Background: an optimization exercise with open tools, aiming at small area. Do not read the settings as production practice.
Where RTL was checked, it was by simulation tests only, not by an equivalence proof against the original.
Only the layout flow was run in runs 2 to 4; the RTL was not checked for function there.
Power is estimated from default activity; no workload was simulated.

[design.v]
`timescale 1ns/1ps
module apb_cfg_regs #(
	parameter int CNT_W = 7
) (
	input  logic             clk200_i,
	input  logic             gc_rst,
	input  logic             apb_psel_i,
	input  logic             apb_penable_i,
	input  logic             apb_pwrite_i,
	input  logic [7:0]       apb_paddr_i,
	input  logic [31:0]      apb_pwdata_i,
	output logic [31:0]      apb_prdata_o,
	output logic             apb_pready_o,
	output logic             apb_pslverr_o,
	output logic             cfg_enable,
	output logic             cfg_start,
	output logic [2:0]       cfg_mode,
	output logic [5:0]       cfg_index_bits,
	output logic [5:0]       cfg_stop_bits,
	output logic [13:0]      cfg_tdc_shift,
	output logic [31:0]      cfg_gate0,
	output logic [31:0]      cfg_gate1,
	input  logic [CNT_W-1:0] cnt_total,
	input  logic [CNT_W-1:0] cnt_click0,
	input  logic [CNT_W-1:0] cnt_click1,
	input  logic             cnt_latched
);
	localparam int TIME_W = 14;
	localparam logic [2:0] MODE_OFF = 3'd0;
	logic addr_hit;
	logic wr_en;
	assign addr_hit = (apb_paddr_i[7:5] == 3'd0) && (apb_paddr_i[1:0] == 2'd0);
	assign apb_pready_o  = 1'b1;
	assign apb_pslverr_o = apb_psel_i & apb_penable_i & ~addr_hit;
	assign wr_en         = apb_psel_i & apb_penable_i & apb_pwrite_i & addr_hit;
	always_ff @(posedge clk200_i or posedge gc_rst) begin
		if (gc_rst) begin
			cfg_enable     <= 1'b0;
			cfg_start      <= 1'b0;
			cfg_mode       <= MODE_OFF;
			cfg_index_bits <= '0;
			cfg_stop_bits  <= '0;
			cfg_tdc_shift  <= '0;
			cfg_gate0      <= '0;
			cfg_gate1      <= '0;
		end else if (wr_en) begin
			case (apb_paddr_i[4:2])
				3'd0: begin
					cfg_enable <= apb_pwdata_i[0];
					cfg_start  <= apb_pwdata_i[1];
					cfg_mode   <= apb_pwdata_i[4:2];
				end
				3'd1: begin
					cfg_index_bits <= apb_pwdata_i[5:0];
					cfg_stop_bits  <= apb_pwdata_i[13:8];
				end
				3'd2: cfg_tdc_shift <= apb_pwdata_i[TIME_W-1:0];
				3'd3: cfg_gate0 <= apb_pwdata_i;
				3'd4: cfg_gate1 <= apb_pwdata_i;
				default: ;
			endcase
		end
	end
	always_comb begin
		apb_prdata_o = '0;
		if (addr_hit) begin
			case (apb_paddr_i[4:2])
				3'd0: apb_prdata_o = {23'd0, cnt_latched, 3'd0, cfg_mode, cfg_start, cfg_enable};
				3'd1: apb_prdata_o = {16'd0, 2'd0, cfg_stop_bits, 2'd0, cfg_index_bits};
				3'd2: apb_prdata_o = {18'd0, cfg_tdc_shift};
				3'd3: apb_prdata_o = cfg_gate0;
				3'd4: apb_prdata_o = cfg_gate1;
				3'd5: apb_prdata_o = 32'(cnt_total);
				3'd6: apb_prdata_o = 32'(cnt_click0);
				default: apb_prdata_o = 32'(cnt_click1);
			endcase
		end
	end
endmodule
`timescale 1ns/1ps
module stop_frame_rx (
	input  logic        clk200_i,
	input  logic        gc_rst,
	input  logic        frame_i,
	input  logic        sdi_i,
	input  logic        cfg_enable,
	input  logic [5:0]  cfg_index_bits,
	input  logic [5:0]  cfg_stop_bits,
	input  logic [13:0] cfg_tdc_shift,
	output logic        stop_valid_o,
	output logic [31:0] t_sum_o,
	output logic [31:0] rec_tdc_o
);
	localparam int TDC_W = 32;
	localparam int STRETCH_CYCLES = 4;
	localparam logic [2:0] IDLE       = 3'd0;
	localparam logic [2:0] WAIT_FRAME = 3'd1;
	localparam logic [2:0] SKIP_INDEX = 3'd2;
	localparam logic [2:0] SHIFT_STOP = 3'd3;
	localparam logic [2:0] HOLD       = 3'd4;
	logic [2:0]       state;
	logic [6:0]       bit_cnt;
	logic             sdi_r;
	logic             sdi_2r;
	logic [TDC_W-1:0] shreg;
	assign t_sum_o   = shreg + TDC_W'(cfg_tdc_shift);
	assign rec_tdc_o = shreg;
	always_ff @(posedge clk200_i or posedge gc_rst) begin
		if (gc_rst) begin
			state <= IDLE;
		end else begin
			case (state)
				IDLE: begin
					if (cfg_enable)
						state <= WAIT_FRAME;
				end
				WAIT_FRAME: begin
					if (!cfg_enable)
						state <= IDLE;
					else if (frame_i)
						state <= SKIP_INDEX;
				end
				SKIP_INDEX: begin
					if (bit_cnt == '0)
						state <= SHIFT_STOP;
				end
				SHIFT_STOP: begin
					if (bit_cnt == '0)
						state <= HOLD;
				end
				HOLD: begin
					if (bit_cnt == '0)
						state <= WAIT_FRAME;
				end
				default: state <= IDLE;
			endcase
		end
	end
	always_ff @(posedge clk200_i) begin
		stop_valid_o <= (state == SHIFT_STOP) && (bit_cnt == '0);
		case (state)
			WAIT_FRAME: bit_cnt <= {1'b0, cfg_index_bits} + 7'd1;
			SKIP_INDEX: bit_cnt <= (bit_cnt == '0) ? {1'b0, cfg_stop_bits} - 7'd1
				: bit_cnt - 7'd1;
			SHIFT_STOP: bit_cnt <= (bit_cnt == '0) ? 7'(STRETCH_CYCLES - 1)
				: bit_cnt - 7'd1;
			default: bit_cnt <= bit_cnt - 7'd1;
		endcase
	end
	always_ff @(posedge clk200_i) begin
		sdi_r  <= sdi_i;
		sdi_2r <= sdi_r;
		if (state == WAIT_FRAME)
			shreg <= '0;
		else if (state == SHIFT_STOP)
			shreg <= {shreg[TDC_W-2:0], sdi_2r};
		else if (stop_valid_o)
			shreg <= t_sum_o;
	end
endmodule
`timescale 1ns/1ps
module click_timestamp (
	input  logic        clk200_i,
	input  logic        gc_rst,
	input  logic        pps_i,
	input  logic        cfg_start,
	input  logic [2:0]  cfg_mode,
	input  logic [31:0] cfg_gate0,
	input  logic [31:0] cfg_gate1,
	input  logic        stop_valid_i,
	input  logic [31:0] t_sum_i,
	input  logic [31:0] rec_tdc_i,
	output logic        click_pulse_o,
	output logic        in_gate0_o,
	output logic        in_gate1_o,
	output logic        gc_running_o,
	output logic        rec_valid_o,
	output logic [1:0]  rec_click_o,
	output logic [47:0] rec_gc_o
);
	localparam int GC_W   = 48;
	localparam int TIME_W = 14;
	localparam int GC_LATENCY = 12;
	localparam logic [2:0] MODE_NO_GATE = 3'd1;
	localparam logic [2:0] MODE_GATED   = 3'd2;
	localparam logic [1:0] IDLE       = 2'd0;
	localparam logic [1:0] WAIT_START = 2'd1;
	localparam logic [1:0] DETECT_PPS = 2'd2;
	localparam logic [1:0] RUN        = 2'd3;
	logic [1:0]        state;
	logic              pps_r;
	logic [GC_W-1:0]   gcb;
	logic [TIME_W-1:0] fine;
	logic [4:0]        q625;
	logic [9:0]        gate_mod;
	logic [3:0]        bucket;
	logic [3:0]        bucket_r;
	logic [2:0]        slot;
	logic [6:0]        stamp_lo;
	logic              hit_g0;
	logic              hit_g1;
	logic              phase_hi;
	logic              phase_zero;
	logic              stop_run;
	logic              rec_take;
	logic [1:0]        rec_code;
	assign fine = t_sum_i[TIME_W-1:0];
	tdc_div625 i_div (
		.fine_i (fine),
		.q_o    (q625),
		.r_o    (gate_mod)
	);
	assign bucket     = (q625 >= 5'd16) ? 4'd9 : {1'b0, q625[3:1]} + 4'd1;
	assign phase_hi   = q625[0];
	assign phase_zero = (gate_mod == '0) && !q625[0];
	assign hit_g0 = gate_hit(gate_mod, cfg_gate0);
	assign hit_g1 = gate_hit(gate_mod, cfg_gate1);
	assign stop_run     = stop_valid_i && (state == RUN);
	assign gc_running_o = state == RUN;
	always_comb begin
		rec_take = 1'b0;
		rec_code = 2'b11;
		case (cfg_mode)
			MODE_NO_GATE: rec_take = 1'b1;
			MODE_GATED: begin
				rec_take = (hit_g0 | hit_g1) & ~phase_zero;
				rec_code = {~hit_g0, phase_hi};
			end
			default: rec_take = 1'b0;
		endcase
	end
	always_ff @(posedge clk200_i or posedge gc_rst) begin
		if (gc_rst) begin
			state       <= IDLE;
			rec_valid_o <= 1'b0;
		end else begin
			case (state)
				IDLE: state <= WAIT_START;
				WAIT_START: begin
					if (cfg_start && !pps_i)
						state <= DETECT_PPS;
				end
				DETECT_PPS: begin
					if (!cfg_start)
						state <= WAIT_START;
					else if (pps_i && !pps_r)
						state <= RUN;
				end
				default: ;
			endcase
			rec_valid_o <= stop_run & rec_take;
		end
	end
	always_ff @(posedge clk200_i) begin
		pps_r         <= pps_i;
		gcb           <= (state == RUN) ? gcb + 1'b1 : GC_W'(-(GC_LATENCY + 1));
		click_pulse_o <= stop_run;
		in_gate0_o    <= stop_run & hit_g0;
		in_gate1_o    <= stop_run & hit_g1;
		rec_click_o   <= rec_code;
		bucket_r      <= bucket;
	end
	assign slot     = rec_tdc_i[TIME_W+2:TIME_W] + 3'd1;
	assign stamp_lo = {1'b0, slot, 3'd0} + {3'd0, bucket_r};
	assign rec_gc_o = {gcb[GC_W-1:6] + (GC_W-6)'(stamp_lo[6]), stamp_lo[5:0]};
	function automatic logic gate_hit(input logic [9:0] gm, input logic [31:0] gate);
		logic [10:0] d;
		d = {1'b0, gm} - {1'b0, gate[9:0]};
		gate_hit = (gate[23:10] == '0) && !d[10] && (d[9:8] == 2'd0) && (d[7:0] < gate[31:24]);
	endfunction
endmodule
module tdc_div625 (
	input  logic [13:0] fine_i,
	output logic [4:0]  q_o,
	output logic [9:0]  r_o
);
	assign q_o = 5'(fine_i / 14'd625);
	assign r_o = 10'(fine_i - 14'(q_o) * 14'd625);
endmodule
`timescale 1ns/1ps
module click_rate_counters #(
	parameter int WINDOW_CYCLES = 1000,
	parameter int CNT_W = 7
) (
	input  logic             clk200_i,
	input  logic             gc_rst,
	input  logic             click_pulse_i,
	input  logic             in_gate0_i,
	input  logic             in_gate1_i,
	input  logic             gc_running_i,
	output logic [CNT_W-1:0] cnt_total,
	output logic [CNT_W-1:0] cnt_click0,
	output logic [CNT_W-1:0] cnt_click1,
	output logic             cnt_latched,
	output logic             count_valid_o
);
	localparam int WIN_W = $clog2(WINDOW_CYCLES);
	logic [WIN_W-1:0] win_cnt;
	logic             win_end;
	logic             win_clr;
	logic [CNT_W-1:0] total_cnt;
	logic [CNT_W-1:0] click0_cnt;
	logic [CNT_W-1:0] click1_cnt;
	logic [CNT_W-1:0] total_next;
	logic [CNT_W-1:0] click0_next;
	logic [CNT_W-1:0] click1_next;
	assign win_end = gc_running_i && (win_cnt == WIN_W'(WINDOW_CYCLES - 1));
	assign win_clr = !gc_running_i || win_end;
	assign total_next  = total_cnt + CNT_W'(click_pulse_i);
	assign click0_next = click0_cnt + CNT_W'(in_gate0_i);
	assign click1_next = click1_cnt + CNT_W'(in_gate1_i);
	always_ff @(posedge clk200_i) begin
		if (win_clr) begin
			win_cnt    <= '0;
			total_cnt  <= '0;
			click0_cnt <= '0;
			click1_cnt <= '0;
		end else begin
			win_cnt    <= win_cnt + 1'b1;
			total_cnt  <= total_next;
			click0_cnt <= click0_next;
			click1_cnt <= click1_next;
		end
	end
	always_ff @(posedge clk200_i or posedge gc_rst) begin
		if (gc_rst) begin
			count_valid_o <= 1'b0;
			cnt_total     <= '0;
			cnt_click0    <= '0;
			cnt_click1    <= '0;
			cnt_latched   <= 1'b0;
		end else begin
			count_valid_o <= win_end;
			if (win_end) begin
				cnt_total   <= total_next;
				cnt_click0  <= click0_next;
				cnt_click1  <= click1_next;
				cnt_latched <= 1'b1;
			end
		end
	end
endmodule
`timescale 1ns/1ps
module tdc_click_top #(
	parameter int WINDOW_CYCLES = 1000
) (
	input  logic        clk200_i,
	input  logic        gc_rst,
	input  logic        apb_psel_i,
	input  logic        apb_penable_i,
	input  logic        apb_pwrite_i,
	input  logic [7:0]  apb_paddr_i,
	input  logic [31:0] apb_pwdata_i,
	output logic [31:0] apb_prdata_o,
	output logic        apb_pready_o,
	output logic        apb_pslverr_o,
	input  logic        frame_i,
	input  logic        sdi_i,
	input  logic        pps_i,
	output logic        rec_valid_o,
	output logic [1:0]  rec_click_o,
	output logic [47:0] rec_gc_o,
	output logic [31:0] rec_tdc_o,
	output logic        count_valid_o
);
	localparam int CNT_W = $clog2(WINDOW_CYCLES / 8 + 2);
	logic        cfg_enable;
	logic        cfg_start;
	logic [2:0]  cfg_mode;
	logic [5:0]  cfg_index_bits;
	logic [5:0]  cfg_stop_bits;
	logic [13:0] cfg_tdc_shift;
	logic [31:0] cfg_gate0;
	logic [31:0] cfg_gate1;
	logic [CNT_W-1:0] cnt_total;
	logic [CNT_W-1:0] cnt_click0;
	logic [CNT_W-1:0] cnt_click1;
	logic             cnt_latched;
	logic        stop_valid;
	logic [31:0] t_sum;
	logic        click_pulse;
	logic        in_gate0;
	logic        in_gate1;
	logic        gc_running;
	apb_cfg_regs #(
		.CNT_W (CNT_W)
	) i_apb_regs (
		.clk200_i       (clk200_i),
		.gc_rst         (gc_rst),
		.apb_psel_i     (apb_psel_i),
		.apb_penable_i  (apb_penable_i),
		.apb_pwrite_i   (apb_pwrite_i),
		.apb_paddr_i    (apb_paddr_i),
		.apb_pwdata_i   (apb_pwdata_i),
		.apb_prdata_o   (apb_prdata_o),
		.apb_pready_o   (apb_pready_o),
		.apb_pslverr_o  (apb_pslverr_o),
		.cfg_enable     (cfg_enable),
		.cfg_start      (cfg_start),
		.cfg_mode       (cfg_mode),
		.cfg_index_bits (cfg_index_bits),
		.cfg_stop_bits  (cfg_stop_bits),
		.cfg_tdc_shift  (cfg_tdc_shift),
		.cfg_gate0      (cfg_gate0),
		.cfg_gate1      (cfg_gate1),
		.cnt_total      (cnt_total),
		.cnt_click0     (cnt_click0),
		.cnt_click1     (cnt_click1),
		.cnt_latched    (cnt_latched)
	);
	stop_frame_rx i_frame_rx (
		.clk200_i       (clk200_i),
		.gc_rst         (gc_rst),
		.frame_i        (frame_i),
		.sdi_i          (sdi_i),
		.cfg_enable     (cfg_enable),
		.cfg_index_bits (cfg_index_bits),
		.cfg_stop_bits  (cfg_stop_bits),
		.cfg_tdc_shift  (cfg_tdc_shift),
		.stop_valid_o   (stop_valid),
		.t_sum_o        (t_sum),
		.rec_tdc_o      (rec_tdc_o)
	);
	click_timestamp i_timestamp (
		.clk200_i      (clk200_i),
		.gc_rst        (gc_rst),
		.pps_i         (pps_i),
		.cfg_start     (cfg_start),
		.cfg_mode      (cfg_mode),
		.cfg_gate0     (cfg_gate0),
		.cfg_gate1     (cfg_gate1),
		.stop_valid_i  (stop_valid),
		.t_sum_i       (t_sum),
		.rec_tdc_i     (rec_tdc_o),
		.click_pulse_o (click_pulse),
		.in_gate0_o    (in_gate0),
		.in_gate1_o    (in_gate1),
		.gc_running_o  (gc_running),
		.rec_valid_o   (rec_valid_o),
		.rec_click_o   (rec_click_o),
		.rec_gc_o      (rec_gc_o)
	);
	click_rate_counters #(
		.WINDOW_CYCLES (WINDOW_CYCLES),
		.CNT_W         (CNT_W)
	) i_rate_cnt (
		.clk200_i      (clk200_i),
		.gc_rst        (gc_rst),
		.click_pulse_i (click_pulse),
		.in_gate0_i    (in_gate0),
		.in_gate1_i    (in_gate1),
		.gc_running_i  (gc_running),
		.cnt_total     (cnt_total),
		.cnt_click0    (cnt_click0),
		.cnt_click1    (cnt_click1),
		.cnt_latched   (cnt_latched),
		.count_valid_o (count_valid_o)
	);
endmodule
[run.sh]
#!/bin/bash
# synth_recipe.tcl (not shown) runs the flow's synth.tcl, then flattens the netlist and writes it again
# the make line also repeats each setting of config.mk as NAME=value (left out here)
make -C /OpenROAD-flow-scripts/flow DESIGN_CONFIG=/design/flow/config.mk WORK_HOME=/design/flow/orfs CLKGATE_MAP_FILE= SYNTH_SCRIPT=/design/flow/synth_recipe.tcl finish
[config.mk]
export PLATFORM = sky130hd
export DESIGN_NAME = tdc_click_top
export DESIGN_NICKNAME = tdc_click_top
export VERILOG_FILES = /design/flow/design.v
export SDC_FILE = /design/flow/constraint.sdc
export NUM_CORES = 4
export LEC_CHECK = 0
export CAP_MARGIN = 20
export CORE_MARGIN = 2
export CORE_UTILIZATION = 40
export SLEW_MARGIN = 20
[constraint.sdc]
create_clock -name core_clock -period 11.0 [get_ports {clk200_i}]
set_input_delay 2.2000 -clock core_clock [delete_from_list [all_inputs] [get_ports {clk200_i}]]
set_output_delay 2.2000 -clock core_clock [all_outputs]
set_load 0.01 [all_outputs]
==> flow_summary.yaml, run 1 <==
outcome:
  run_status: "timing/DRC/antenna clean"
floorplan:
  io_pins: 166
  die_y_um: 208
  fp.dieW_um: 208
  rows: 74
  die_area_um2: 43400
  core_um2: 41000
  initial_core_util_pct: 40.7
flow_run:
  maxCapViolCount: 0
placement:
  dp_cells: 2638
  port_buffers: 164
  hpwl_um: 37400
  gp_congestion: 0.906
  pre_cts_slack_ps: -70.0
  place_area_um2: 19500
layout:
  drive_gt1_share_pct: 17.6
  fillers: 3899
  multiInputGateArea_um2: 10800
  mostFrequentLayoutCells: "214 x nand2_1, 164 x clkdlybuf4s50_1, 141 x o21ai_0"
  ff_latch_area_um2: 5730
  diodes: 0
  layout_commonest_cell: "nand2_1"
  synthToLayoutAreaGrowth_pct: 26.8
  fin_nets: 2315
  fin_cells: 2719
  final_cell_area_um2: 21200
synth:
  syn_nets: 2077
  seq_area_frac_synth_pct: 34.3
  ys_top_cells_by_area: "dfrtp_1 19%, dfxtp_1 16%, ha_1 7.0%, nand2_1 4.9%, mux2_2 4.5%"
  synth_ff_type: "dfxtp_1"
  netlist_instances: 1925
  yosysUniqueCellTypes: 105
  synth_area_leader_cell: "dfrtp_1"
  syn_area_um2: 16700
  ys_async_sr_fraction_pct: 48.6
  synth-edff-count: 0
  ys_warn_count: 4
  synth_top_area_share_pct: 18.6
  syn_area_per_cell_um2: 8.67
  synth_seq_cells: 255
cts:
  cts_sinks: 255
  cts_htree_levels: 1
  cts_tree: "done"
  cts-root-buf: "clkbuf_16"
  clk_latency_ps: 600
  cts_inserted_buffers: 30
  clk_pin_slew_ps: 60
  cts.path.max_buffers: 3
  holdBufCountCts: 0
global_routing:
  antenna_found_initial: 1
  grt_pass1_wl_um: 78600
  grt_max_degree: 61
  grt-ovfl-total: 0
  grt_pass1_vias: 14440
  grt_util_all_layers_pct: 22.4
worst_setup_path:
  cp_top_family: "compound AO/OA/AOI/OAI gates"
  critical_path.max_stage_delay_ps: 400
  cpMostUsedCell: "ha_4"
  crit_buf_inv: 7
  path_max_fanout: 7
  worstSetupPathType: "reg2reg"
  required_ps: 11500
  slowest_stage: "or3_4"
  endpoint_kind: "flip-flop"
  cp.arrival_ps: 11340
  startpoint_type: "flip-flop"
routing:
  drtIter0Drc: 880
  post-route-drc-count: 0
  dr_wl_met3_um: 2350
  firstDrtPassIters: 6
  via_per_inst: 5.45
  vias: 14811
  wirelength_um: 50100
  postRouteAntennaNets: 0
  wl_per_cell_um: 18.4
  drt-met1-wl_um: 21500
  wl_met2_um: 24900
  top_layer: "met5"
worst_hold_path:
  hold_class: "reg2reg"
timing:
  finalSetupViolCount: 0
  maxSlewHeadroom_pct: 25.6
  fin_ws_ps: 161
  drv_slew: 0
  worst_slew_pin_slew_ps: 1120
  period_share_pct: 98.5
  timing.final.crit_period_ps: 10840
  fmax_ghz: 0.0923
  hold_violations: 0
  fin_worst_skew_ps: 18.5
  grt_setup_unrepaired: "true"
power_and_ir_drop:
  power.density_nw_per_um2: 124
  p_switching_mw: 0.782
  power.leakage_nw: 9.09
  p_comb_share_pct: 25.8
  peakVddDrop_uv: 94.2
  p_sw_share_pct: 29.9
  power_frac_seq_pct: 36.9
  p_clk_share_pct: 37.3
  power.internal_mw: 1.84
[Yosys cell counts (6+ instances only)]
cell type	n
a211o_1	7
a211oi_1	9
a21o_1	12
a21oi_1	71
a221oi_1	14
a22oi_1	32
and2_1	16
and3_1	46
buf_1	8
buf_4	6
clkbuf_1	63
dfrtp_1	124
dfxtp_1	131
fa_1	11
ha_1	93
inv_1	98
mux2_2	67
mux2i_1	22
nand2_1	217
nand2b_1	30
nand3_1	94
nand4_1	24
nor2_1	146
nor2b_1	23
nor3_1	32
nor4_1	23
o211ai_1	9
o21a_1	6
o21ai_0	147
o22ai_1	6
o31ai_1	18
or3_1	17
or4_1	7
xnor2_1	85
xor2_1	75
[flip-flops by register name, indices dropped and copies added (netlist names), 2 cells and up]
signal / cells
i_rate_cnt.click0_cnt: 7
i_rate_cnt.cnt_click1: 7
i_apb_regs.cfg_gate0: 32
i_rate_cnt.cnt_click0: 7
i_rate_cnt.total_cnt: 7
i_rate_cnt.click1_cnt: 7
i_timestamp.rec_click_o: 2
i_frame_rx.bit_cnt: 7
i_apb_regs.cfg_index_bits: 6
i_apb_regs.cfg_stop_bits: 6
i_apb_regs.cfg_mode: 3
i_apb_regs.cfg_tdc_shift: 14
i_timestamp.bucket_r: 4
i_frame_rx.shreg: 32
i_apb_regs.cfg_gate1: 32
i_frame_rx.state: 3
i_timestamp.state: 2
i_rate_cnt.cnt_total: 7
i_rate_cnt.win_cnt: 10
i_timestamp.gcb: 48
[stage by stage]
stage | total power, mW | hold WS, ps | TNS, ps | utilization (%)
floorplan | 1.36 | 310 | 0 | -
global placement | 1.51 | 319 | 0 | 47.4
detailed placement | 1.51 | 314 | -70.0 | 47.4
CTS | 2.51 | 335 | 0 | 50.0
global route | 2.75 | 343 | -626 | 51.6
finish | 2.62 | 333 | 0 | 51.6
[cells by family after synthesis]
group,synth area share [%]
DFF,34.3
and+or+nand+nor,20.6
AOI/OAI and AO/OA,17.0
xor gates and xnor gates,9.18
buffers and inverters,4.36
adders and majority gates,8.41
other,0.0225
muxes,6.11
[metal layers]
metal  vias up  GRT usage [%]
met4         2           5.95
met3        71           3.26
li1       7289              -
met1      7097           28.6
met5         -              0
met2       352           39.3
[final cells by class]
type	count	area share, %
Multi-Input combinational cell	1486	51.1
Sequential cell	255	27.0
Timing Repair Buffer	288	12.2
Clock buffer	43	4.16
Tap cell	532	3.14
Inverter	102	1.86
Clock inverter	13	0.437
[power by group through the flow]
stage | registers (mW) | clock network [mW] | logic, mW
2_1_floorplan | 0.979 | 0 | 0.384
3_3_place_gp | 0.983 | 0 | 0.523
3_5_place_dp | 0.984 | 0 | 0.527
4_1_cts | 0.965 | 0.997 | 0.548
5_1_grt | 0.967 | 1.04 | 0.744
6_report | 0.965 | 0.978 | 0.676
[timing repair]
action,in CTS,in global routing
gates resized for setup,12,94
buffers inserted,2,23
endpoints found under the setup margin,1,4
pin swaps,2,64
[final timing paths]
check | startpoint | end | slack (ps) | cells after the start
min in group asynchronous | gc_rst | i_apb_regs.cfg_gate0[0] | 2030 | 2
worst max-delay path | i_apb_regs.cfg_tdc_shift[0] | i_timestamp.rec_valid_o | 160 | 56
max in group asynchronous | gc_rst | i_apb_regs.cfg_gate0[14] | 7990 | 3
worst min register to register | i_frame_rx.sdi_r | i_frame_rx.sdi_2r | 330 | 0
worst min-delay path | i_frame_rx.sdi_r | i_frame_rx.sdi_2r | 330 | 0
worst max register to register | i_apb_regs.cfg_tdc_shift[0] | i_timestamp.rec_valid_o | 160 | 56
==> run 2: changes to the inputs <==
--- a/design.v
+++ b/design.v
@@ -22,2 +22,4 @@
 	output logic [31:0]      cfg_gate1,
+	output logic             gate0_set,
+	output logic             gate1_set,
 	input  logic [CNT_W-1:0] cnt_total,
@@ -43,4 +45,4 @@
 			cfg_tdc_shift  <= '0;
-			cfg_gate0      <= '0;
-			cfg_gate1      <= '0;
+			gate0_set      <= 1'b0;
+			gate1_set      <= 1'b0;
 		end else if (wr_en) begin
@@ -57,4 +59,4 @@
 				3'd2: cfg_tdc_shift <= apb_pwdata_i[TIME_W-1:0];
-				3'd3: cfg_gate0 <= apb_pwdata_i;
-				3'd4: cfg_gate1 <= apb_pwdata_i;
+				3'd3: gate0_set <= 1'b1;
+				3'd4: gate1_set <= 1'b1;
 				default: ;
@@ -63,2 +65,8 @@
 	end
+	always_ff @(posedge clk200_i) begin
+		if (wr_en && (apb_paddr_i[4:2] == 3'd3))
+			cfg_gate0 <= apb_pwdata_i;
+		if (wr_en && (apb_paddr_i[4:2] == 3'd4))
+			cfg_gate1 <= apb_pwdata_i;
+	end
 	always_comb begin
@@ -70,7 +78,7 @@
 				3'd2: apb_prdata_o = {18'd0, cfg_tdc_shift};
-				3'd3: apb_prdata_o = cfg_gate0;
-				3'd4: apb_prdata_o = cfg_gate1;
-				3'd5: apb_prdata_o = 32'(cnt_total);
-				3'd6: apb_prdata_o = 32'(cnt_click0);
-				default: apb_prdata_o = 32'(cnt_click1);
+				3'd3: apb_prdata_o = gate0_set ? cfg_gate0 : '0;
+				3'd4: apb_prdata_o = gate1_set ? cfg_gate1 : '0;
+				3'd5: apb_prdata_o = cnt_latched ? 32'(cnt_total) : '0;
+				3'd6: apb_prdata_o = cnt_latched ? 32'(cnt_click0) : '0;
+				default: apb_prdata_o = cnt_latched ? 32'(cnt_click1) : '0;
 			endcase
@@ -105,2 +113,4 @@
 	logic [TDC_W-1:0] shreg;
+	logic             cnt_one;
+	logic             cnt_end;
 	assign t_sum_o   = shreg + TDC_W'(cfg_tdc_shift);
@@ -123,3 +133,3 @@
 				SKIP_INDEX: begin
-					if (bit_cnt == '0)
+					if (cnt_end)
 						state <= SHIFT_STOP;
@@ -127,3 +137,3 @@
 				SHIFT_STOP: begin
-					if (bit_cnt == '0)
+					if (cnt_end)
 						state <= HOLD;
@@ -131,3 +141,3 @@
 				HOLD: begin
-					if (bit_cnt == '0)
+					if (cnt_end)
 						state <= WAIT_FRAME;
@@ -138,12 +148,12 @@
 	end
+	assign cnt_one = bit_cnt == 7'd1;
+	assign cnt_end = (state == SKIP_INDEX) ? (bit_cnt == 7'h7F) : cnt_one;
 	always_ff @(posedge clk200_i) begin
-		stop_valid_o <= (state == SHIFT_STOP) && (bit_cnt == '0);
-		case (state)
-			WAIT_FRAME: bit_cnt <= {1'b0, cfg_index_bits} + 7'd1;
-			SKIP_INDEX: bit_cnt <= (bit_cnt == '0) ? {1'b0, cfg_stop_bits} - 7'd1
-				: bit_cnt - 7'd1;
-			SHIFT_STOP: bit_cnt <= (bit_cnt == '0) ? 7'(STRETCH_CYCLES - 1)
-				: bit_cnt - 7'd1;
-			default: bit_cnt <= bit_cnt - 7'd1;
-		endcase
+		stop_valid_o <= (state == SHIFT_STOP) && cnt_one;
+		if (state == WAIT_FRAME)
+			bit_cnt <= {1'b0, cfg_index_bits};
+		else if (cnt_end)
+			bit_cnt <= (state == SKIP_INDEX) ? {1'b0, cfg_stop_bits} : 7'(STRETCH_CYCLES);
+		else
+			bit_cnt <= bit_cnt - 7'd1;
 	end
@@ -152,8 +162,8 @@
 		sdi_2r <= sdi_r;
-		if (state == WAIT_FRAME)
-			shreg <= '0;
-		else if (state == SHIFT_STOP)
+		if (state == SHIFT_STOP)
 			shreg <= {shreg[TDC_W-2:0], sdi_2r};
-		else if (stop_valid_o)
+		else if (state == HOLD)
 			shreg <= t_sum_o;
+		else
+			shreg <= '0;
 	end
@@ -172,5 +182,7 @@
 	input  logic [31:0] rec_tdc_i,
-	output logic        click_pulse_o,
-	output logic        in_gate0_o,
-	output logic        in_gate1_o,
+	input  logic        gate0_set,
+	input  logic        gate1_set,
+	output logic        stop_run_o,
+	output logic        hit_g0_o,
+	output logic        hit_g1_o,
 	output logic        gc_running_o,
@@ -215,4 +227,7 @@
 	assign phase_zero = (gate_mod == '0) && !q625[0];
-	assign hit_g0 = gate_hit(gate_mod, cfg_gate0);
-	assign hit_g1 = gate_hit(gate_mod, cfg_gate1);
+	assign hit_g0 = gate0_set && gate_hit(gate_mod, cfg_gate0);
+	assign hit_g1 = gate1_set && gate_hit(gate_mod, cfg_gate1);
+	assign hit_g0_o = hit_g0;
+	assign hit_g1_o = hit_g1;
+	assign stop_run_o = stop_run;
 	assign stop_run     = stop_valid_i && (state == RUN);
@@ -256,5 +271,2 @@
 		gcb           <= (state == RUN) ? gcb + 1'b1 : GC_W'(-(GC_LATENCY + 1));
-		click_pulse_o <= stop_run;
-		in_gate0_o    <= stop_run & hit_g0;
-		in_gate1_o    <= stop_run & hit_g1;
 		rec_click_o   <= rec_code;
@@ -286,5 +298,5 @@
 	input  logic             gc_rst,
-	input  logic             click_pulse_i,
-	input  logic             in_gate0_i,
-	input  logic             in_gate1_i,
+	input  logic             stop_run_i,
+	input  logic             hit_g0_i,
+	input  logic             hit_g1_i,
 	input  logic             gc_running_i,
@@ -303,13 +315,16 @@
 	logic [CNT_W-1:0] click1_cnt;
-	logic [CNT_W-1:0] total_next;
-	logic [CNT_W-1:0] click0_next;
-	logic [CNT_W-1:0] click1_next;
-	assign win_end = gc_running_i && (win_cnt == WIN_W'(WINDOW_CYCLES - 1));
+	logic [CNT_W-1:0] total_r;
+	logic [CNT_W-1:0] click0_r;
+	logic [CNT_W-1:0] click1_r;
+	assign win_end = gc_running_i && ((win_cnt & WIN_W'(WINDOW_CYCLES - 1))
+		== WIN_W'(WINDOW_CYCLES - 1));
 	assign win_clr = !gc_running_i || win_end;
-	assign total_next  = total_cnt + CNT_W'(click_pulse_i);
-	assign click0_next = click0_cnt + CNT_W'(in_gate0_i);
-	assign click1_next = click1_cnt + CNT_W'(in_gate1_i);
 	always_ff @(posedge clk200_i) begin
-		if (win_clr) begin
-			win_cnt    <= '0;
+		if (win_clr)
+			win_cnt <= '0;
+		else
+			win_cnt <= win_cnt + 1'b1;
+	end
+	always_ff @(posedge clk200_i) begin
+		if (!gc_running_i) begin
 			total_cnt  <= '0;
@@ -317,9 +332,22 @@
 			click1_cnt <= '0;
+		end else if (win_end) begin
+			total_cnt  <= CNT_W'(stop_run_i);
+			click0_cnt <= CNT_W'(stop_run_i & hit_g0_i);
+			click1_cnt <= CNT_W'(stop_run_i & hit_g1_i);
 		end else begin
-			win_cnt    <= win_cnt + 1'b1;
-			total_cnt  <= total_next;
-			click0_cnt <= click0_next;
-			click1_cnt <= click1_next;
+			total_cnt  <= total_cnt + CNT_W'(stop_run_i);
+			click0_cnt <= click0_cnt + CNT_W'(stop_run_i & hit_g0_i);
+			click1_cnt <= click1_cnt + CNT_W'(stop_run_i & hit_g1_i);
+		end
+	end
+	always_ff @(posedge clk200_i) begin
+		if (win_end) begin
+			total_r  <= total_cnt;
+			click0_r <= click0_cnt;
+			click1_r <= click1_cnt;
 		end
 	end
+	assign cnt_total  = total_r;
+	assign cnt_click0 = click0_r;
+	assign cnt_click1 = click1_r;
 	always_ff @(posedge clk200_i or posedge gc_rst) begin
@@ -327,5 +355,2 @@
 			count_valid_o <= 1'b0;
-			cnt_total     <= '0;
-			cnt_click0    <= '0;
-			cnt_click1    <= '0;
 			cnt_latched   <= 1'b0;
@@ -333,8 +358,4 @@
 			count_valid_o <= win_end;
-			if (win_end) begin
-				cnt_total   <= total_next;
-				cnt_click0  <= click0_next;
-				cnt_click1  <= click1_next;
+			if (win_end)
 				cnt_latched <= 1'b1;
-			end
 		end
@@ -374,2 +395,4 @@
 	logic [31:0] cfg_gate1;
+	logic        gate0_set;
+	logic        gate1_set;
 	logic [CNT_W-1:0] cnt_total;
@@ -380,5 +403,5 @@
 	logic [31:0] t_sum;
-	logic        click_pulse;
-	logic        in_gate0;
-	logic        in_gate1;
+	logic        stop_run;
+	logic        hit_g0;
+	logic        hit_g1;
 	logic        gc_running;
@@ -405,2 +428,4 @@
 		.cfg_gate1      (cfg_gate1),
+		.gate0_set      (gate0_set),
+		.gate1_set      (gate1_set),
 		.cnt_total      (cnt_total),
@@ -431,2 +456,4 @@
 		.cfg_gate1     (cfg_gate1),
+		.gate0_set     (gate0_set),
+		.gate1_set     (gate1_set),
 		.stop_valid_i  (stop_valid),
@@ -434,5 +461,5 @@
 		.rec_tdc_i     (rec_tdc_o),
-		.click_pulse_o (click_pulse),
-		.in_gate0_o    (in_gate0),
-		.in_gate1_o    (in_gate1),
+		.stop_run_o    (stop_run),
+		.hit_g0_o      (hit_g0),
+		.hit_g1_o      (hit_g1),
 		.gc_running_o  (gc_running),
@@ -448,5 +475,5 @@
 		.gc_rst        (gc_rst),
-		.click_pulse_i (click_pulse),
-		.in_gate0_i    (in_gate0),
-		.in_gate1_i    (in_gate1),
+		.stop_run_i    (stop_run),
+		.hit_g0_i      (hit_g0),
+		.hit_g1_i      (hit_g1),
 		.gc_running_i  (gc_running),
==> run 2 against run 1 <==
Via count down 6.2%. Clock skew up 0.75 ps. Non-clock buffer count down 17. Combinational power down 14%. Sequential share of layout area up 3.3 points. Power down 0.85%. Utilization down 0.46 points. Design area down 4.4%. Global-route usage down 0.66 points. Synthesized area down 4.5%.
==> flow_summary.yaml, run 2 <==
outcome:
  run_status: "timing/DRC/antenna clean"
routing:
  postRouteAntennaNets: 0
  post-route-drc-count: 0
  vias: 13889
  drtIter0Drc: 739
  wirelength_um: 46500
  wl_per_cell_um: 18.4
  firstDrtPassIters: 5
  via_per_inst: 5.50
timing:
  finalSetupViolCount: 0
  hold_violations: 0
  timing.final.crit_period_ps: 10650
  fin_worst_skew_ps: 19.3
  drv_slew: 0
  worst_slew_pin_slew_ps: 1020
  period_share_pct: 96.9
  fmax_ghz: 0.0939
  maxSlewHeadroom_pct: 31.8
cts:
  clk_latency_ps: 590
  cts.path.max_buffers: 3
  cts_inserted_buffers: 30
  cts_htree_levels: 1
  cts_sinks: 254
  clk_pin_slew_ps: 60
  cts-root-buf: "clkbuf_16"
  holdBufCountCts: 0
  cts_tree: "done"
layout:
  fin_nets: 2126
  largest_reg_flops: 48
  utilization_pct: 51.2
  synthToLayoutAreaGrowth_pct: 26.9
  mostFrequentLayoutCells: "165 x nand2_1, 164 x clkdlybuf4s50_1, 141 x nor2_1"
  layout_commonest_cell: "nand2_1"
  fin_cells: 2525
  drive_gt1_share_pct: 15.8
  top_register: "i_timestamp.gcb"
worst_hold_path:
  hold_class: "reg2reg"
  hold_end: "i_frame_rx.sdi_2r"
  whs_path_depth: 0
  min_from: "i_frame_rx.sdi_r"
floorplan:
  core_um2: 39500
  rows: 73
  io_pins: 166
  initial_core_util_pct: 40.3
  die_y_um: 204
  fp.dieW_um: 204
  die_area_um2: 41500
synth:
  synth_top_area_share_pct: 16.1
  synth_seq_cells: 254
  netlist_instances: 1741
  synth_area_leader_cell: "dfxtp_1"
  ys_warn_count: 4
  synth-edff-count: 85
  syn_area_per_cell_um2: 9.15
  syn_area_um2: 15900
  ys_top_cells_by_area: "dfxtp_1 16%, edfxtp_1 16%, ha_1 7.2%, dfrtp_1 6.4%, xnor2_1 4.4%"
  yosysMostFrequentCell: "nand2_1"
  ys_async_sr_fraction_pct: 16.1
  yosysUniqueCellTypes: 100
  syn_nets: 1892
  seq_area_frac_synth_pct: 38.5
  synth_ff_type: "dfxtp_1"
  ys_top_cells_by_count: "166 x nand2_1, 150 x nor2_1, 128 x dfxtp_1, 94 x o21ai_0, 92 x ha_1"
global_routing:
  grt-ovfl-total: 0
  antenna_found_initial: 2
  grt_pass1_vias: 13274
  grt_pass1_wl_um: 72100
  grt_util_all_layers_pct: 21.7
  grt_max_degree: 60
worst_setup_path:
  critPathLaunch: "i_apb_regs.cfg_tdc_shift[0]"
  cp_top_family: "adder cells"
  slowest_stage: "or4_4"
  rr_startpoint: "i_apb_regs.cfg_tdc_shift[0]"
  endpoint_kind: "flip-flop"
  required_ps: 11450
  ff2ff_setup_slack_ps: 350
  crit_buf_inv: 7
  worstReg2RegEnd: "i_rate_cnt.click0_cnt[6]"
  cp.arrival_ps: 11110
  path_max_fanout: 7
  worstSetupPathType: "reg2reg"
  startpoint_type: "flip-flop"
  cpMostUsedCell: "buf_4"
  r2r_cells: 50
  critical_path.max_stage_delay_ps: 620
placement:
  dp_cells: 2435
  gp_congestion: 0.904
  hpwl_um: 34700
  port_buffers: 164
power_and_ir_drop:
  peakVddDrop_uv: 128
  power.density_nw_per_um2: 128
  power.leakage_nw: 8.22
flow_run:
  maxCapViolCount: 0
run 2: final cells by class:
class / count / area (µm²)
Inverter: 92 / 348
Clock buffer: 42 / 836
Tap cell: 525 / 657
Sequential cell: 254 / 6140
Clock inverter: 14 / 164
Timing Repair Buffer: 271 / 2440
Antenna cell: 1 / 2.50
Fill cell: 3582 / 19300
Multi-Input combinational cell: 1326 / 9640
run 2: repair_timing:
item,CTS,global route
pin swaps,2,40
setup buffers,5,28
resized for setup,4,86
setup endpoints to repair,1,16
run 2: worst max-delay path by stage:
stage	endpoint	depth (start not counted)	slack, ps
2_1_floorplan	i_rate_cnt.click0_cnt[6]	50	480
3_3_place_gp	i_rate_cnt.click0_cnt[6]	54	190
5_1_grt	i_rate_cnt.click0_cnt[5]	54	-90
4_1_cts	i_rate_cnt.click0_cnt[6]	53	5
6_report	i_rate_cnt.click0_cnt[6]	50	350
3_5_place_dp	i_rate_cnt.click0_cnt[6]	53	-40
run 2: per-stage QoR:
stage               setup TNS (ps)  worst slack (ps)  power (mW)  cell area (µm²)  hold WS, ps
floorplan                        0               476        1.41            15900          310
CTS                              0              5.12        2.58            19600          354
detailed placement           -37.7             -37.7        1.57            18500          332
global route                  -287             -85.9        2.73            20200          362
global placement                 0               188        1.56            18500          319
finish                           0               346        2.60            20200          350
run 2: where the power goes:
| part | internal, mW | switching (mW) | leakage [nW] |
|---|---|---|---|
| registers | 0.990 | 0.0246 | 2.41 |
| clock network | 0.582 | 0.421 | 0.487 |
| logic | 0.256 | 0.323 | 5.32 |
run 2: per-layer routing:
layer / track usage [%] / vias up / wire length (µm)
met5: 0 / - / 0
met4: 6.54 / 0 / 1340
met3: 2.94 / 83 / 2380
met2: 36.6 / 399 / 22100
met1: 28.9 / 6641 / 20600
li1: - / 6766 / -
run 2: worst register-to-register path: cells and delay by family (launching register included):
kind                     cells  cell delay (ps)
adder cells (fa/ha/maj)     10             2970
AO/OA/AOI/OAI               12             2890
AND/OR/NAND/NOR             18             2860
buffers and inverters        7             1020
flip-flops                   1              410
XOR/XNOR                     3              350
run 2: kinds of logic after synthesis:
kind of cell	synth area share, %
compound gates	17.0
xor+xnor	8.76
fa+ha+maj	8.60
buf+inv	3.94
flops	38.5
mux	3.20
other cells	0.0235
simple gates	19.9
==> run 3: changes to the inputs <==
--- a/design.v
+++ b/design.v
@@ -115,3 +115,16 @@
 	logic             cnt_end;
-	assign t_sum_o   = shreg + TDC_W'(cfg_tdc_shift);
+	logic [6:0]       cnt_dec;
+	always_comb begin : tsum_add
+		logic c;
+		c = 1'b0;
+		for (int i = 0; i < TDC_W; i++) begin
+			if (i < 14) begin
+				t_sum_o[i] = shreg[i] ^ cfg_tdc_shift[i] ^ c;
+				c = (shreg[i] & cfg_tdc_shift[i]) | (c & (shreg[i] ^ cfg_tdc_shift[i]));
+			end else begin
+				t_sum_o[i] = shreg[i] ^ c;
+				c = c & shreg[i];
+			end
+		end
+	end
 	assign rec_tdc_o = shreg;
@@ -149,2 +162,10 @@
 	assign cnt_one = bit_cnt == 7'd1;
+	always_comb begin : cnt_sub
+		logic b;
+		b = 1'b1;
+		for (int i = 0; i < 7; i++) begin
+			cnt_dec[i] = bit_cnt[i] ^ b;
+			b = b & ~bit_cnt[i];
+		end
+	end
 	assign cnt_end = (state == SKIP_INDEX) ? (bit_cnt == 7'h7F) : cnt_one;
@@ -157,3 +178,3 @@
 		else
-			bit_cnt <= bit_cnt - 7'd1;
+			bit_cnt <= cnt_dec;
 	end
@@ -204,2 +225,3 @@
 	logic [GC_W-1:0]   gcb;
+	logic [GC_W-1:0]   gcb_inc;
 	logic [TIME_W-1:0] fine;
@@ -209,3 +231,3 @@
 	logic [3:0]        bucket_r;
-	logic [2:0]        slot;
+	logic [3:0]        stamp_hi;
 	logic [6:0]        stamp_lo;
@@ -224,3 +246,15 @@
 	);
-	assign bucket     = (q625 >= 5'd16) ? 4'd9 : {1'b0, q625[3:1]} + 4'd1;
+	always_comb begin
+		case ({q625[4], q625[3:1]})
+			4'b0000: bucket = 4'd1;
+			4'b0001: bucket = 4'd2;
+			4'b0010: bucket = 4'd3;
+			4'b0011: bucket = 4'd4;
+			4'b0100: bucket = 4'd5;
+			4'b0101: bucket = 4'd6;
+			4'b0110: bucket = 4'd7;
+			4'b0111: bucket = 4'd8;
+			default: bucket = 4'd9;
+		endcase
+	end
 	assign phase_hi   = q625[0];
@@ -270,3 +304,3 @@
 		pps_r         <= pps_i;
-		gcb           <= (state == RUN) ? gcb + 1'b1 : GC_W'(-(GC_LATENCY + 1));
+		gcb           <= (state == RUN) ? gcb_inc : GC_W'(-(GC_LATENCY + 1));
 		rec_click_o   <= rec_code;
@@ -274,9 +308,56 @@
 	end
-	assign slot     = rec_tdc_i[TIME_W+2:TIME_W] + 3'd1;
-	assign stamp_lo = {1'b0, slot, 3'd0} + {3'd0, bucket_r};
-	assign rec_gc_o = {gcb[GC_W-1:6] + (GC_W-6)'(stamp_lo[6]), stamp_lo[5:0]};
+	always_comb begin
+		case ({bucket_r[3], rec_tdc_i[TIME_W+2:TIME_W]})
+			4'd0: stamp_hi = 4'd1;
+			4'd1: stamp_hi = 4'd2;
+			4'd2: stamp_hi = 4'd3;
+			4'd3: stamp_hi = 4'd4;
+			4'd4: stamp_hi = 4'd5;
+			4'd5: stamp_hi = 4'd6;
+			4'd6: stamp_hi = 4'd7;
+			4'd7: stamp_hi = 4'd0;
+			4'd8: stamp_hi = 4'd2;
+			4'd9: stamp_hi = 4'd3;
+			4'd10: stamp_hi = 4'd4;
+			4'd11: stamp_hi = 4'd5;
+			4'd12: stamp_hi = 4'd6;
+			4'd13: stamp_hi = 4'd7;
+			4'd14: stamp_hi = 4'd8;
+			4'd15: stamp_hi = 4'd1;
+			default: stamp_hi = 4'd0;
+		endcase
+	end
+	assign stamp_lo = {stamp_hi, bucket_r[2:0]};
+	always_comb begin : gc_chain
+		logic c;
+		logic p;
+		c = 1'b1;
+		for (int i = 0; i < 6; i++) begin
+			gcb_inc[i] = gcb[i] ^ c;
+			c = c & gcb[i];
+		end
+		p = 1'b1;
+		for (int i = 6; i < GC_W; i++) begin
+			gcb_inc[i]  = gcb[i] ^ (c & p);
+			rec_gc_o[i] = gcb[i] ^ (stamp_lo[6] & p);
+			p = p & gcb[i];
+		end
+		rec_gc_o[5:0] = stamp_lo[5:0];
+	end
 	function automatic logic gate_hit(input logic [9:0] gm, input logic [31:0] gate);
 		logic [10:0] d;
-		d = {1'b0, gm} - {1'b0, gate[9:0]};
-		gate_hit = (gate[23:10] == '0) && !d[10] && (d[9:8] == 2'd0) && (d[7:0] < gate[31:24]);
+		logic        b;
+		logic        lt;
+		b = 1'b0;
+		for (int i = 0; i < 11; i++) begin
+			logic a, k;
+			a = (i < 10) ? gm[i] : 1'b0;
+			k = (i < 10) ? gate[i] : 1'b0;
+			d[i] = a ^ k ^ b;
+			b = (~a & k) | (~(a ^ k) & b);
+		end
+		lt = 1'b0;
+		for (int i = 0; i < 8; i++)
+			lt = (~d[i] & gate[24+i]) | (~(d[i] ^ gate[24+i]) & lt);
+		gate_hit = (gate[23:10] == '0) && (d[10:8] == 3'd0) && lt;
 	endfunction
@@ -288,4 +369,63 @@
 );
-	assign q_o = 5'(fine_i / 14'd625);
-	assign r_o = 10'(fine_i - 14'(q_o) * 14'd625);
+	logic [4:0]  tq;
+	logic [9:0]  tr;
+	logic [10:0] s;
+	logic [10:0] s1;
+	logic [10:0] s2;
+	logic        ge2;
+	logic        ge1;
+	always_comb begin
+		case (fine_i[13:10])
+			4'd0: begin tq = 5'd0; tr = 10'd0; end
+			4'd1: begin tq = 5'd1; tr = 10'd399; end
+			4'd2: begin tq = 5'd3; tr = 10'd173; end
+			4'd3: begin tq = 5'd4; tr = 10'd572; end
+			4'd4: begin tq = 5'd6; tr = 10'd346; end
+			4'd5: begin tq = 5'd8; tr = 10'd120; end
+			4'd6: begin tq = 5'd9; tr = 10'd519; end
+			4'd7: begin tq = 5'd11; tr = 10'd293; end
+			4'd8: begin tq = 5'd13; tr = 10'd67; end
+			4'd9: begin tq = 5'd14; tr = 10'd466; end
+			4'd10: begin tq = 5'd16; tr = 10'd240; end
+			4'd11: begin tq = 5'd18; tr = 10'd14; end
+			4'd12: begin tq = 5'd19; tr = 10'd413; end
+			4'd13: begin tq = 5'd21; tr = 10'd187; end
+			4'd14: begin tq = 5'd22; tr = 10'd586; end
+			4'd15: begin tq = 5'd24; tr = 10'd360; end
+			default: begin tq = 5'd0; tr = 10'd0; end
+		endcase
+	end
+	function automatic logic [11:0] csub(input logic [10:0] a, input logic [10:0] k);
+		logic [10:0] d;
+		logic        b;
+		b = 1'b0;
+		for (int i = 0; i < 11; i++) begin
+			d[i] = a[i] ^ k[i] ^ b;
+			b = (~a[i] & k[i]) | (~(a[i] ^ k[i]) & b);
+		end
+		csub = {~b, b ? a : d};
+	endfunction
+	always_comb begin : s_add
+		logic c;
+		c = 1'b0;
+		for (int i = 0; i < 10; i++) begin
+			s[i] = fine_i[i] ^ tr[i] ^ c;
+			c = (fine_i[i] & tr[i]) | (c & (fine_i[i] ^ tr[i]));
+		end
+		s[10] = c;
+	end
+	assign {ge2, s1} = csub(s, 11'd1250);
+	assign {ge1, s2} = csub(s1, 11'd625);
+	assign r_o = s2[9:0];
+	always_comb begin : q_add
+		logic c;
+		q_o[0] = tq[0] ^ ge1;
+		c = tq[0] & ge1;
+		q_o[1] = tq[1] ^ ge2 ^ c;
+		c = (tq[1] & ge2) | (c & (tq[1] ^ ge2));
+		for (int i = 2; i < 5; i++) begin
+			q_o[i] = tq[i] ^ c;
+			c = c & tq[i];
+		end
+	end
 endmodule
@@ -318,2 +458,18 @@
 	logic [CNT_W-1:0] click1_r;
+	function automatic logic [WIN_W-1:0] inc_w(input logic [WIN_W-1:0] a, input logic ci);
+		logic c;
+		c = ci;
+		for (int i = 0; i < WIN_W; i++) begin
+			inc_w[i] = a[i] ^ c;
+			c = c & a[i];
+		end
+	endfunction
+	function automatic logic [CNT_W-1:0] inc_c(input logic [CNT_W-1:0] a, input logic ci);
+		logic c;
+		c = ci;
+		for (int i = 0; i < CNT_W; i++) begin
+			inc_c[i] = a[i] ^ c;
+			c = c & a[i];
+		end
+	endfunction
 	assign win_end = gc_running_i && ((win_cnt & WIN_W'(WINDOW_CYCLES - 1))
@@ -325,3 +481,3 @@
 		else
-			win_cnt <= win_cnt + 1'b1;
+			win_cnt <= inc_w(win_cnt, 1'b1);
 	end
@@ -337,5 +493,5 @@
 		end else begin
-			total_cnt  <= total_cnt + CNT_W'(stop_run_i);
-			click0_cnt <= click0_cnt + CNT_W'(stop_run_i & hit_g0_i);
-			click1_cnt <= click1_cnt + CNT_W'(stop_run_i & hit_g1_i);
+			total_cnt  <= inc_c(total_cnt, stop_run_i);
+			click0_cnt <= inc_c(click0_cnt, stop_run_i & hit_g0_i);
+			click1_cnt <= inc_c(click1_cnt, stop_run_i & hit_g1_i);
 		end
==> run 3 against run 2 <==
The layout now fails its checks (setup timing). First-iteration DRC count is 6.2% lower. Non-clock buffer count is 16 higher. Fmax is 35% lower. Wire length is 22% lower. Power is 6.9% lower. Via count is 25% lower. Register-to-register slack worse by 5700 ps. Clock power hardly changed. Synthesized cell count is 26% lower. Sequential power hardly changed. Synthesized area is 15% lower. Critical path depth is 26 higher.
==> flow_summary.yaml, run 3 <==
cts:
  clk_latency_ps: 560
  cts_inserted_buffers: 30
  holdBufCountCts: 0
  cts.path.max_buffers: 3
  cts_tree: "done"
  cts-root-buf: "clkbuf_16"
  clk_pin_slew_ps: 60
  cts_htree_levels: 1
  cts_sinks: 254
timing:
  period_share_pct: 149
  hold_violations: 0
  fin_tns_setup_ps: -85990
  fin_hold_ws_ps: 329
  worst_slew_pin_slew_ps: 1010
  drv_slew: 0
  timing.final.crit_period_ps: 16340
  fmax_ghz: 0.0612
  grt_setup_unrepaired: "true"
  fin_ws_ps: -5340
  finalSetupViolCount: 21
  fin_worst_skew_ps: 17.3
  maxSlewHeadroom_pct: 32.9
synth:
  seq_area_frac_synth_pct: 45.1
  ys_top_cells_by_area: "dfxtp_1 19%, edfxtp_1 19%, ha_1 10%, dfrtp_1 7.5%, fa_1 5.7%"
  syn_nets: 1489
  syn_area_per_cell_um2: 10.6
  synth_top_area_share_pct: 18.8
  ys_warn_count: 5
  syn_area_um2: 13600
  yosysMostFrequentCell: "dfxtp_1"
  synth_area_leader_cell: "dfxtp_1"
  yosysUniqueCellTypes: 69
  synth_ff_type: "dfxtp_1"
  synth_seq_cells: 254
  synth-edff-count: 85
  ys_top_cells_by_count: "128 x dfxtp_1, 113 x ha_1, 108 x nand2_1, 89 x nor2_1, 85 x edfxtp_1"
  ys_async_sr_fraction_pct: 16.1
  netlist_instances: 1289
outcome:
  run_status: "failed layout checks"
  check.faults: "setup timing"
floorplan:
  die_y_um: 189
  rows: 67
  initial_core_util_pct: 40.6
  fp.dieW_um: 189
  io_pins: 166
  core_um2: 33500
  die_area_um2: 35500
worst_setup_path:
  startpoint_type: "flip-flop"
  endpoint_kind: "flip-flop"
  worstSetupPathType: "reg2reg"
  rr_startpoint: "i_apb_regs.cfg_tdc_shift[0]"
  r2r_cells: 76
  slowest_stage: "fa_1"
  required_ps: 11450
  worstReg2RegEnd: "i_rate_cnt.click1_cnt[5]"
  critPathLaunch: "i_apb_regs.cfg_tdc_shift[0]"
  critical_path.max_stage_delay_ps: 550
  cpMostUsedCell: "fa_2"
  ff2ff_setup_slack_ps: -5340
  path_max_fanout: 6
  cp.arrival_ps: 16790
  crit_end: "i_rate_cnt.click1_cnt[5]"
power_and_ir_drop:
  power.density_nw_per_um2: 133
  p_total_mw: 2.42
  peakVddDrop_uv: 117
  power.leakage_nw: 7.28
global_routing:
  grt-ovfl-total: 0
  grt_pass1_wl_um: 57500
  grt_util_all_layers_pct: 20.4
  antenna_found_initial: 0
  grt_pass1_vias: 10409
  grt_max_degree: 77
layout:
  fillers: 2992
  drive_gt1_share_pct: 22.3
  diodes: 0
  fin_nets: 1742
  synthToLayoutAreaGrowth_pct: 33.1
  layout_commonest_cell: "clkdlybuf4s50_1"
  ff_latch_area_um2: 6140
  largest_reg_flops: 48
  utilization_pct: 54.1
  mostFrequentLayoutCells: "164 x clkdlybuf4s50_1, 127 x dfxtp_1, 120 x buf_4"
  top_register: "i_timestamp.gcb"
  multiInputGateArea_um2: 7560
routing:
  postRouteAntennaNets: 0
  wl_per_cell_um: 18.1
  via_per_inst: 5.20
  wirelength_um: 36500
  vias: 10471
  firstDrtPassIters: 5
  drtIter0Drc: 693
  post-route-drc-count: 0
placement:
  port_buffers: 164
  hpwl_um: 27500
  pre_cts_slack_ps: -5660
  gp_congestion: 0.901
flow_run:
  maxCapViolCount: 0
worst_hold_path:
  hold_class: "reg2reg"
run 3: area by class of cell:
class | instances | area share, %
clock buffer | 42 | 4.61
clock inverter | 14 | 1.01
inverter | 72 | 1.53
multi-input combinational | 897 | 41.7
sequential | 254 | 33.9
tap | 448 | 3.09
timing repair buffer | 287 | 14.2
run 3: cell families (layout without fill, tap and decap cells):
group	count (synthesis)	after routing	share of synthesized area [%]
adder cells (fa/ha/maj)	152	152	16.1
multiplexers	44	44	3.55
AO/OA/AOI/OAI	210	210	10.7
buffers and inverters	138	415	4.17
flip-flops	254	254	45.1
AND/OR/NAND/NOR	413	413	15.4
other	1	1	0.0275
XOR/XNOR	77	77	4.95
run 3: metrics by stage:
step                      instances  area (µm²)
after floorplan                1289       14100
after global placement         1948       16800
after detailed placement       1948       16800
after CTS                      2011       18000
after global routing           2014       18100
final                          2014       18100
run 3: where the power goes:
group	internal (mW)	leakage [nW]	total, mW	switching (mW)
clock network	0.622	0.499	1.02	0.399
registers	1.01	2.41	1.04	0.0309
logic	0.159	4.37	0.361	0.202
total	1.79	7.28	2.42	0.632
run 3: worst min path at each step:
stage / slack [ps] / end / cells after the start / start
3_5_place_dp: 310 / i_frame_rx.sdi_2r / 0 / i_frame_rx.sdi_r
4_1_cts: 330 / i_frame_rx.sdi_2r / 0 / i_frame_rx.sdi_r
2_1_floorplan: 310 / i_frame_rx.sdi_2r / 0 / i_frame_rx.sdi_r
3_3_place_gp: 320 / i_frame_rx.sdi_2r / 0 / i_frame_rx.sdi_r
5_1_grt: 340 / i_frame_rx.sdi_2r / 0 / i_frame_rx.sdi_r
6_report: 330 / i_frame_rx.sdi_2r / 0 / i_frame_rx.sdi_r
run 3: critical path, delay by kind of cell, from the launching register on:
| kind | cells | cell delay (ps) |
|---|---|---|
| AOI/OAI and AO/OA | 3 | 470 |
| xor gates and xnor gates | 2 | 320 |
| adders and majority gates | 50 | 12860 |
| buffers and inverters | 14 | 790 |
| DFF | 1 | 350 |
| and+or+nand+nor | 7 | 1460 |
run 3: timing repair:
action,in CTS,in global routing
setup buffers,7,1
pin swaps,6,11
setup endpoints to repair,21,21
resized for setup,21,16
run 3: layer usage:
layer	vias to the layer above	part of all wire, %	GRT usage (%)
met3	47	5.3	3.09
met2	253	48	33.8
met4	0	2.2	5.02
li1	5111	-	-
met5	-	0	0
met1	5060	45	28.0
==> run 4: changes to the inputs <==
--- a/config.mk
+++ b/config.mk
@@ -7,5 +7,7 @@
 export LEC_CHECK = 0
-export CAP_MARGIN = 20
+export CAP_MARGIN = 5
 export CORE_MARGIN = 2
-export CORE_UTILIZATION = 40
-export SLEW_MARGIN = 20
+export CORE_UTILIZATION = 60
+export CTS_BUF_LIST = sky130_fd_sc_hd__clkbuf_4
+export GPL_TIMING_DRIVEN = 0
+export SLEW_MARGIN = 5
==> run 4 against run 3 <==
The layout still fails its checks (setup timing). Cell count is 6.3% lower. Combinational power rose by 2%. Highest routed layer unchanged. Power fell by 5.4%. Utilization rose by 24 points. Hold slack barely moved. Worst setup slack lost 700 ps.
==> flow_summary.yaml, run 4 <==
synth:
  ys_warn_count: 5
  ys_top_cells_by_count: "128 x dfxtp_1, 113 x ha_1, 108 x nand2_1, 89 x nor2_1, 85 x edfxtp_1"
  synth_ff_type: "dfxtp_1"
  synth_top_area_share_pct: 18.8
  yosysMostFrequentCell: "dfxtp_1"
  ys_async_sr_fraction_pct: 16.1
  netlist_instances: 1289
  syn_nets: 1489
  syn_area_per_cell_um2: 10.6
  synth_seq_cells: 254
  synth_area_leader_cell: "dfxtp_1"
  synth-edff-count: 85
  seq_area_frac_synth_pct: 45.1
  syn_area_um2: 13600
  yosysUniqueCellTypes: 69
  ys_top_cells_by_area: "dfxtp_1 19%, edfxtp_1 19%, ha_1 10%, dfrtp_1 7.5%, fa_1 5.7%"
worst_setup_path:
  path_max_fanout: 10
  slowest_stage: "fa_1"
  crit_buf_inv: 16
  required_ps: 11590
  rr_startpoint: "i_apb_regs.cfg_tdc_shift[0]"
  worstSetupPathType: "reg2reg"
  startpoint_type: "flip-flop"
  critPathLaunch: "i_apb_regs.cfg_tdc_shift[0]"
  cp.arrival_ps: 17630
  critical_path.max_stage_delay_ps: 560
  cpMostUsedCell: "fa_2"
  endpoint_kind: "flip-flop"
  cp_top_family: "adder cells"
layout:
  largest_reg_flops: 48
  top_register: "i_timestamp.gcb"
  mostFrequentLayoutCells: "163 x clkdlybuf4s50_1, 127 x dfxtp_1, 109 x clkbuf_4"
  utilization_pct: 78.0
  fillers: 1502
  final_cell_area_um2: 17500
  drive_gt1_share_pct: 21.8
  fin_nets: 1747
  synthToLayoutAreaGrowth_pct: 28.5
  layout_commonest_cell: "clkdlybuf4s50_1"
global_routing:
  grt_most_used_layer: "met2"
  grt-ovfl-total: 0
  antenna_found_initial: 1
  grtUsageMet2_pct: 48.9
  use_met1_pct: 36.6
  grt_pass1_vias: 10988
  grt_max_degree: 41
  met3_usage_pct: 8.49
  grt_pass1_wl_um: 55400
  grt_util_all_layers_pct: 29.3
cts:
  clk_latency_ps: 700
  cts_tree: "done"
  clk_pin_slew_ps: 60
  cts_inserted_buffers: 69
  cts.path.max_buffers: 3
  holdBufCountCts: 0
  cts_htree_levels: 3
  cts-root-buf: "clkbuf_4"
  cts_sinks: 254
floorplan:
  io_pins: 166
  rows: 55
  core_um2: 22400
  die_y_um: 155
  fp.dieW_um: 155
  initial_core_util_pct: 60.7
  die_area_um2: 23900
worst_hold_path:
  min_from: "i_frame_rx.sdi_r"
  hold_class: "reg2reg"
outcome:
  check.faults: "setup timing"
  run_status: "failed layout checks"
routing:
  firstDrtPassIters: 6
  vias: 10859
  wirelength_um: 35300
  wl_per_cell_um: 18.7
  drtIter0Drc: 891
  postRouteAntennaNets: 0
  via_per_inst: 5.75
  post-route-drc-count: 0
flow_run:
  maxCapViolCount: 0
timing:
  hold_violations: 0
  period_share_pct: 155
  fin_ws_ps: -6040
  grt_setup_unrepaired: "true"
  fmax_ghz: 0.0587
  worst_slew_pin_slew_ps: 1080
  fin_hold_ws_ps: 329
  fin_worst_skew_ps: 67.1
  finalSetupViolCount: 21
  drv_slew: 0
  timing.final.crit_period_ps: 17040
  maxSlewHeadroom_pct: 27.9
  fin_tns_setup_ps: -98030
placement:
  gp_congestion: 0.966
  place_area_um2: 16200
  port_buffers: 163
  pre_cts_slack_ps: -6800
  hpwl_um: 26300
power_and_ir_drop:
  power.leakage_nw: 7.04
  power.density_nw_per_um2: 131
  peakVddDrop_uv: 109
==> run 4: per-stage QoR <==
stage                     total power [mW]  cells
after floorplan                       1.29   1289
after global placement                1.40   1737
after detailed placement              1.41   1739
after CTS                             2.30   1884
after global routing                  2.40   1888
final                                 2.29   1888
==> run 4: report_power, final <==
group	internal (mW)	leakage [nW]	switching, mW
registers	1.00	2.41	0.0294
clock network	0.479	0.557	0.408
logic	0.155	4.07	0.212
total	1.64	7.04	0.650
==> run 4: final cells by class <==
type | instances | area (µm²) | area share [%]
multi-input cells | 897 | 7600 | 43.4
flip-flops and latches | 254 | 6140 | 35.1
repair buffers | 189 | 1850 | 10.6
clock buffers | 109 | 818 | 4.68
well taps | 285 | 357 | 2.04
plain buffers | 64 | 335 | 1.92
inverters | 72 | 278 | 1.59
clock inverters | 17 | 115 | 0.658
diodes | 1 | 2.50 | 0.0143
==> run 4: metal layers <==
layer / routed length [µm] / share of wire, %
met5: 0 / 0
met4: 992 / 2.8
met3: 2770 / 7.9
met2: 17000 / 48
met1: 14500 / 41
==> run 4: cell families after synthesis <==
logic type	share of synthesized area, %
other	0.0275
adder cells (fa/ha/maj)	16.1
XOR/XNOR	4.95
AO/OA/AOI/OAI	10.7
AND/OR/NAND/NOR	15.4
buffers and inverters	4.17
flip-flops	45.1
multiplexers	3.55
==> run 4: path summary, 6_finish.rpt <==
check                                          endpoint  slack, ps  depth (start not counted)
min in group asynchronous           i_frame_rx.state[2]       1720                          2
hold reg to reg                       i_frame_rx.sdi_2r        330                          0
max in group asynchronous  i_apb_regs.cfg_index_bits[2]       8870                          3
hold / removal                        i_frame_rx.sdi_2r        330                          0
setup / recovery               i_rate_cnt.click1_cnt[5]      -6040                         79
setup reg to reg               i_rate_cnt.click1_cnt[5]      -6040                         79
==> run 4: worst reg2reg max path: cells and delay by family, from the launching register on <==
family                   cells  cell delay (ps)
buffers and inverters       16             1020
AO/OA/AOI/OAI                3              660
adder cells (fa/ha/maj)     49            13040
AND/OR/NAND/NOR              9             1580
XOR/XNOR                     2              280
flip-flops                   1              390
==> run 4: repair_timing <==
action | 4_1_cts | 5_1_grt
gates cloned | 0 | 0
setup buffers | 21 | 7
endpoints found under the setup margin | 21 | 21
gates resized for setup | 26 | 25
pin swaps | 22 | 20

## static timing again, ports no longer ideal
No port has a modelled driver above. Below, the same layouts with a new extraction and two added sets of constraints.
Step 1 sets driving cells, clkbuf_16 on the clock port and buf_2 on the other inputs (assumed; they add their load-dependent delay and slew).
Step 2 moves the port delays by t, midway between the first and last clock arrival at a register: inputs arrive t later, outputs are due t later. That takes back most of the time a late clock gives input paths.
Slacks: no drivers / after step 1 / after step 2; pairs: no drivers / after step 1.
run | shift t [ns] | setup slack, ns | hold slack, ns | worst data-port slew with drivers (ns)
run 1 | 0.639 | 0.161 / 0.161 / 0.161 | 0.333 / 0.333 / 0.333 | 0.07
run 2 | 0.635 | 0.346 / 0.346 / 0.346 | 0.350 / 0.350 / 0.350 | 0.08
run 3 | 0.607 | -5.340 / -5.340 / -5.340 | 0.329 / 0.329 / 0.329 | 0.06
run 4 | 0.707 | -6.041 / -6.041 / -6.041 | 0.329 / 0.329 / 0.329 | 0.06
